Context: an optimization exercise on an open-source flow, tuned for small area. The choices shown serve that exercise and are no tape-out recipe.
Only simulation tests tie the RTL to the original design; equivalence was not proved.
Power and IR drop assume default switching activity.

==> fjord: inputs <==
==> flow/design.v <==
module branch_predict_unit #(
    parameter int XLEN    = 32,
    parameter int ENTRIES = 64
) (
    input  logic            clk,
    input  logic            rst_n,
    input  logic [XLEN-1:0] PCF,
    output logic            PredTakenF,
    output logic [XLEN-1:0] PredTargetF,
    input  logic [2:0]      BranchTypeE,
    input  logic [XLEN-1:0] Operand1E,
    input  logic [XLEN-1:0] Operand2E,
    input  logic [XLEN-1:0] PCE,
    input  logic [XLEN-1:0] BrTargetE,
    input  logic            PredTakenE,
    input  logic [XLEN-1:0] PredTargetE,
    input  logic            StallE,
    input  logic            FlushE,
    output logic            BranchE,
    output logic            MispredE,
    output logic [XLEN-1:0] RedirectPCE
);
    localparam int IDX_W = $clog2(ENTRIES);
    localparam int TAG_W = XLEN - IDX_W - 2;
    localparam logic [2:0] NOBRANCH = 3'd0;
    localparam logic [2:0] BEQ      = 3'd1;
    localparam logic [2:0] BNE      = 3'd2;
    localparam logic [2:0] BLT      = 3'd3;
    localparam logic [2:0] BLTU     = 3'd4;
    localparam logic [2:0] BGE      = 3'd5;
    localparam logic [2:0] BGEU     = 3'd6;
    logic [ENTRIES-1:0] r_valid;
    logic [TAG_W-1:0]   r_tag    [ENTRIES];
    logic [XLEN-1:0]    r_target [ENTRIES];
    logic [1:0]         r_ctr    [ENTRIES];
    logic [IDX_W-1:0]   w_idxF;
    logic [TAG_W-1:0]   w_tagF;
    logic [IDX_W-1:0]   w_idxE;
    logic [TAG_W-1:0]   w_tagE;
    logic [ENTRIES-1:0] w_selF;
    logic [ENTRIES-1:0] w_selE;
    logic               w_validF;
    logic [TAG_W-1:0]   w_rtagF;
    logic               w_ctrF;
    logic [XLEN-1:0]    w_rtgtF;
    logic               w_validE;
    logic [TAG_W-1:0]   w_rtagE;
    logic [1:0]         w_ctrE;
    logic               w_hitF;
    logic               w_hitE;
    logic               w_taken;
    logic               w_isBr;
    logic               w_upd;
    assign w_idxF = PCF[IDX_W+1:2];
    assign w_tagF = PCF[XLEN-1:IDX_W+2];
    assign w_idxE = PCE[IDX_W+1:2];
    assign w_tagE = PCE[XLEN-1:IDX_W+2];
    bpu_dec u_decF (.idx(w_idxF), .sel(w_selF));
    bpu_dec u_decE (.idx(w_idxE), .sel(w_selE));
    localparam int RF_W = 1 + TAG_W + 1 + XLEN;
    localparam int RE_W = 1 + TAG_W + 2;
    logic [ENTRIES*RF_W-1:0] w_dataF;
    logic [ENTRIES*RE_W-1:0] w_dataE;
    logic [RF_W-1:0]         w_rdF;
    logic [RE_W-1:0]         w_rdE;
    always_comb begin
        for (int i = 0; i < ENTRIES; i++) begin
            w_dataF[i*RF_W +: RF_W] = {r_valid[i], r_tag[i], r_ctr[i][1], r_target[i]};
            w_dataE[i*RE_W +: RE_W] = {r_valid[i], r_tag[i], r_ctr[i]};
        end
    end
    bpu_rd #(.W(RF_W)) u_rdF (.sel(w_selF), .d(w_dataF), .q(w_rdF));
    bpu_rd #(.W(RE_W)) u_rdE (.sel(w_selE), .d(w_dataE), .q(w_rdE));
    assign {w_validF, w_rtagF, w_ctrF, w_rtgtF} = w_rdF;
    assign {w_validE, w_rtagE, w_ctrE}          = w_rdE;
    assign w_hitF      = w_validF && (w_rtagF == w_tagF);
    assign PredTakenF  = w_hitF && w_ctrF;
    assign PredTargetF = w_rtgtF;
    always_comb begin
        w_taken = 1'b0;
        case (BranchTypeE)
            BEQ:     w_taken = (Operand1E == Operand2E);
            BNE:     w_taken = (Operand1E != Operand2E);
            BLT:     w_taken = ($signed(Operand1E) <  $signed(Operand2E));
            BGE:     w_taken = ($signed(Operand1E) >= $signed(Operand2E));
            BLTU:    w_taken = (Operand1E <  Operand2E);
            BGEU:    w_taken = (Operand1E >= Operand2E);
            default: w_taken = 1'b0;
        endcase
    end
    assign BranchE = w_taken;
    assign w_isBr  = (BranchTypeE != NOBRANCH) && !FlushE;
    assign MispredE = !FlushE && (w_isBr
        ? ((w_taken != PredTakenE) ||
           (w_taken && (PredTargetE != BrTargetE)))
        : PredTakenE);
    assign RedirectPCE = w_taken ? BrTargetE : PCE + XLEN'(4);
    assign w_hitE = w_validE && (w_rtagE == w_tagE);
    assign w_upd  = !StallE && !FlushE;
    logic       w_wrTgt;    
    logic       w_wrCtr;    
    logic [1:0] w_ctrNew;
    logic       w_wrVal;
    logic       w_valNew;
    assign w_wrTgt = w_upd && w_taken;
    assign w_wrCtr = w_upd && w_isBr && (w_hitE || w_taken);
    always_comb begin
        if (!w_hitE)
            w_ctrNew = 2'b10;
        else if (w_taken)
            w_ctrNew = (w_ctrE == 2'b11) ? 2'b11 : w_ctrE + 2'd1;
        else
            w_ctrNew = (w_ctrE == 2'b00) ? 2'b00 : w_ctrE - 2'd1;
    end
    assign w_wrVal  = w_upd && (w_taken || (BranchTypeE == NOBRANCH && PredTakenE));
    assign w_valNew = w_taken;
    always_ff @(posedge clk or negedge rst_n) begin
        if (!rst_n) begin
            r_valid <= '0;
        end else begin
            for (int i = 0; i < ENTRIES; i++) begin
                if (w_wrVal && w_selE[i]) r_valid[i] <= w_valNew;
            end
        end
    end
    always_ff @(posedge clk) begin
        for (int i = 0; i < ENTRIES; i++) begin
            if (w_wrCtr && w_selE[i]) r_ctr[i] <= w_ctrNew;
            if (w_wrTgt && w_selE[i]) begin
                r_tag[i]    <= w_tagE;
                r_target[i] <= BrTargetE;
            end
        end
    end
endmodule
module bpu_dec (
    input  logic [5:0]  idx,
    output logic [63:0] sel
);
    always_comb begin
        for (int i = 0; i < 64; i++) sel[i] = (idx == 6'(i));
    end
endmodule
module bpu_aoi222 (
    input  logic a0, b0, a1, b1, a2, b2,
    output logic y
);
    assign y = ~((a0 & b0) | (a1 & b1) | (a2 & b2));
endmodule
module bpu_nand2 (
    input  logic a, b,
    output logic y
);
    assign y = ~(a & b);
endmodule
module bpu_nand4 (
    input  logic a, b, c, d,
    output logic y
);
    assign y = ~(a & b & c & d);
endmodule
module bpu_nand3 (
    input  logic a, b, c,
    output logic y
);
    assign y = ~(a & b & c);
endmodule
module bpu_nor2 (
    input  logic a, b,
    output logic y
);
    assign y = ~(a | b);
endmodule
module bpu_rd #(
    parameter int W = 1
) (
    input  logic [63:0]   sel,
    input  logic [64*W-1:0] d,
    output logic [W-1:0]  q
);
    for (genvar b = 0; b < W; b++) begin : g_bit
        logic [21:0] t;    
        logic [5:0]  u;    
        logic [2:0]  v;    
        for (genvar g = 0; g < 21; g++) begin : g_aoi
            bpu_aoi222 u_aoi (
                .a0(sel[3*g]),   .b0(d[(3*g)*W + b]),
                .a1(sel[3*g+1]), .b1(d[(3*g+1)*W + b]),
                .a2(sel[3*g+2]), .b2(d[(3*g+2)*W + b]),
                .y(t[g]));
        end
        bpu_nand2 u_last (.a(sel[63]), .b(d[63*W + b]), .y(t[21]));
        for (genvar g = 0; g < 5; g++) begin : g_nand
            bpu_nand4 u_n (.a(t[4*g]), .b(t[4*g+1]), .c(t[4*g+2]), .d(t[4*g+3]), .y(u[g]));
        end
        bpu_nand2 u_n5 (.a(t[20]), .b(t[21]), .y(u[5]));
        for (genvar g = 0; g < 3; g++) begin : g_nor
            bpu_nor2 u_o (.a(u[2*g]), .b(u[2*g+1]), .y(v[g]));
        end
        bpu_nand3 u_q (.a(v[0]), .b(v[1]), .c(v[2]), .y(q[b]));
    end
endmodule
==> flow/run.sh <==
#!/bin/bash
# synth_recipe.tcl (not shown) runs the flow's synth.tcl, then flattens the netlist and writes it again
# the make line also repeats each setting of config.mk as NAME=value (left out here)
make -C /OpenROAD-flow-scripts/flow DESIGN_CONFIG=/design/flow/config.mk WORK_HOME=/design/flow/orfs CLKGATE_MAP_FILE= SYNTH_SCRIPT=/design/flow/synth_recipe.tcl finish
==> flow/config.mk <==
export PLATFORM = sky130hd
export DESIGN_NAME = branch_predict_unit
export DESIGN_NICKNAME = branch_predict_unit
export VERILOG_FILES = /design/flow/design.v
export SDC_FILE = /design/flow/constraint.sdc
export NUM_CORES = 4
export LEC_CHECK = 0
export CAP_MARGIN = 20
export CORE_MARGIN = 2
export CORE_UTILIZATION = 35
export PLACE_DENSITY = 0.55
export SLEW_MARGIN = 20
export SYNTH_HIERARCHICAL = 1
==> flow/constraint.sdc <==
create_clock -name core_clock -period 8.0 [get_ports {clk}]
set_input_delay 1.6000 -clock core_clock [delete_from_list [all_inputs] [get_ports {clk}]]
set_output_delay 1.6000 -clock core_clock [all_outputs]
set_load 0.01 [all_outputs]
==> inputs of garnet, as changes to fjord <==
--- a/flow/design.v
+++ b/flow/design.v
@@ -125,9 +125,24 @@
     end
+    localparam int ENT_W = TAG_W + XLEN + 2;
+    logic [ENTRIES-1:0] w_enT, w_enTn, w_enC, w_enCn;
+    logic [ENT_W-1:0]   w_next [ENTRIES];
+    always_comb begin
+        for (int i = 0; i < ENTRIES; i++) begin
+            w_enT[i]  = w_wrTgt && w_selE[i];
+            w_enTn[i] = !w_enT[i];
+            w_enC[i]  = w_wrCtr && w_selE[i];
+            w_enCn[i] = !w_enC[i];
+        end
+    end
+    for (genvar i = 0; i < ENTRIES; i++) begin : g_ent
+        bpu_hold #(.W(TAG_W + XLEN)) u_holdT (
+            .q({r_tag[i], r_target[i]}), .en(w_enT[i]), .enb(w_enTn[i]),
+            .d({w_tagE, BrTargetE}), .y(w_next[i][ENT_W-1:2]));
+        bpu_hold #(.W(2)) u_holdC (
+            .q(r_ctr[i]), .en(w_enC[i]), .enb(w_enCn[i]),
+            .d(w_ctrNew), .y(w_next[i][1:0]));
+    end
     always_ff @(posedge clk) begin
         for (int i = 0; i < ENTRIES; i++) begin
-            if (w_wrCtr && w_selE[i]) r_ctr[i] <= w_ctrNew;
-            if (w_wrTgt && w_selE[i]) begin
-                r_tag[i]    <= w_tagE;
-                r_target[i] <= BrTargetE;
-            end
+            {r_tag[i], r_target[i], r_ctr[i]} <= w_next[i];
         end
@@ -202 +217,20 @@
 endmodule
+module bpu_hold #(
+    parameter int W = 1
+) (
+    input  logic [W-1:0] q,
+    input  logic         en,
+    input  logic         enb,
+    input  logic [W-1:0] d,
+    output logic [W-1:0] y
+);
+    for (genvar b = 0; b < W; b++) begin : g_bit
+        bpu_ao22 u_ao (.a0(q[b]), .b0(enb), .a1(d[b]), .b1(en), .y(y[b]));
+    end
+endmodule
+module bpu_ao22 (
+    input  logic a0, b0, a1, b1,
+    output logic y
+);
+    assign y = (a0 & b0) | (a1 & b1);
+endmodule
==> flow/flow/run.sh (new file) <==
#!/bin/bash
# The standard layout (standard.sh, ORFS synth to finish) with two
# changes passed to ORFS through its own variables:
#  - port buffers are buf_2 cells (buffer_ports -buffer_cell) instead of the
#    delay cell buffer_ports picks by default; every port still gets one
#  - clock tree: clkbuf_8 buffers, 16-sink clusters, no dummy loads
# make's output goes to make.log here; ORFS writes each step's log under
# orfs/logs.
set -euo pipefail
cd "$(dirname "$0")/.."
export BUFFER_PORTS_ARGS="-buffer_cell sky130_fd_sc_hd__buf_2"
export CTS_ARGS="-sink_clustering_enable -repair_clock_nets -dont_use_dummy_load -buf_list sky130_fd_sc_hd__clkbuf_8 -sink_clustering_size 16 -sink_clustering_max_diameter 60"
bash standard.sh finish > make.log 2>&1
==> flow/standard.sh (new file) <==
#!/bin/bash
# synth_recipe.tcl (not shown) runs the flow's synth.tcl, then flattens the netlist and writes it again
# the make line also repeats each setting of config.mk as NAME=value (left out here)
make -C /OpenROAD-flow-scripts/flow DESIGN_CONFIG=/design/flow/config.mk WORK_HOME=/design/flow/orfs CLKGATE_MAP_FILE= SYNTH_SCRIPT=/design/flow/synth_recipe.tcl "${@:-finish}"
removed: flow/run.sh
==> inputs of quartz, as changes to fjord <==
Settings changed: CORE_UTILIZATION 35 to 50, CTS_BUF_LIST from default to sky130_fd_sc_hd__clkbuf_4 sky130_fd_sc_hd__clkbuf_8, PLACE_DENSITY 0.55 to 0.62.
==> results.txt <==
Peak ir drop on the vdd network: quartz 0.132 mV; garnet 0.120 mV; fjord 0.192 mV
Synthesized instance count: quartz 7364; garnet 11200; fjord 7364
Critical path origin: quartz PCF[4]; garnet PCF[3]; fjord PCF[7]
Total Power: quartz 39.7 mW; garnet 32.8 mW; fjord 41.5 mW
Fraction of the mapped netlist area in adder cells: quartz 0.293%; garnet 0.302%; fjord 0.293%
Min Tclk post-route: quartz 8010 ps; garnet 8140 ps; fjord 8090 ps
H-tree depth: quartz 6; garnet 5; fjord 5
Pre-Repair DR Iteration Count: quartz 17; garnet 14; fjord 14
Total CTS buffers: quartz 605; garnet 331; fjord 381
Post-placement setup slack: quartz -588 ps; garnet -346 ps; fjord -831 ps
Clock Root Buffer: quartz sky130_fd_sc_hd__clkbuf_8; garnet sky130_fd_sc_hd__clkbuf_8; fjord sky130_fd_sc_hd__clkbuf_16
Final Cycle Share: quartz 100%; garnet 102%; fjord 101%
Final standard cell count with taps included and fillers excluded: quartz 13100; garnet 17500; fjord 14200
Worst hold path startpoint: quartz r_valid[25]; garnet -; fjord r_valid[0]
Combinational share of power: quartz 4.8%; garnet 7.3%; fjord 4.6%
Mean instance size in the synthesized netlist: quartz 19.1 um^2; garnet 12.2 um^2; fjord 19.1 um^2
Fraction of area in multi-input gates: quartz 17.0%; garnet 39.7%; fjord 16.8%
Complex-gate fraction of the synthesized area: quartz 13.3%; garnet 37.5%; fjord 13.3%
Part of the power in the clock network: quartz 40.2%; garnet 30.9%; fjord 42.9%
Met2 global-route usage: quartz 49.8%; garnet 49.3%; fjord 38.1%
Average routed wire per standard cell: quartz 38.8 um; garnet 40.5 um; fjord 36.8 um
Max Fclk: quartz 125 MHz; garnet 123 MHz; fjord 124 MHz
Number of antenna violations at the first check in global routing: quartz 18; garnet 70; fjord 19
Post-CTS setup buffers: quartz 0; garnet 4; fjord 3
Result of the run: quartz finished with violations; garnet finished with violations; fjord finished with violations
Violated checks: quartz negative setup slack; garnet negative setup slack; fjord negative setup slack
Multiplexer share of the synthesized area: quartz 0.0311%; garnet 0.0494%; fjord 0.0311%
Via Count: quartz 96600; garnet 131000; fjord 94100

-- re-timing with driven ports --
The results above use ideal ports. As a check the final layouts listed here were re-extracted and re-timed, cells and wires unchanged. Step 1 assumes that a clkbuf_16 drives the clock port and a buf_2 every other input. Step 2 moves the port delays by t, midway between the first and last clock arrival at a register: inputs arrive t later, outputs are due t later. That takes back most of the time a late clock gives input paths. Three values: no drivers, after step 1, after step 2; two values: the first two.
| run | t (ns) | slack for setup (ns) | worst setup path at the end | latest minus earliest clock arrival (ns) | worst slew at a driven data input, ns |
|---|---|---|---|---|---|
| fjord | 1.054 | -0.091 / -0.145 / -0.145 | input to output | 0.048 / 0.048 | 0.23 |
| garnet | 1.230 | -0.145 / -0.324 / -0.324 | input to output | 0.137 / 0.137 | 0.42 |
| quartz | 1.145 | -0.007 / -0.033 / -0.033 | input to output | 0.061 / 0.061 | 0.30 |
The setup slack of garnet, which loses most, moves by -0.179 ns with the drivers and by -0.179 ns with both steps.
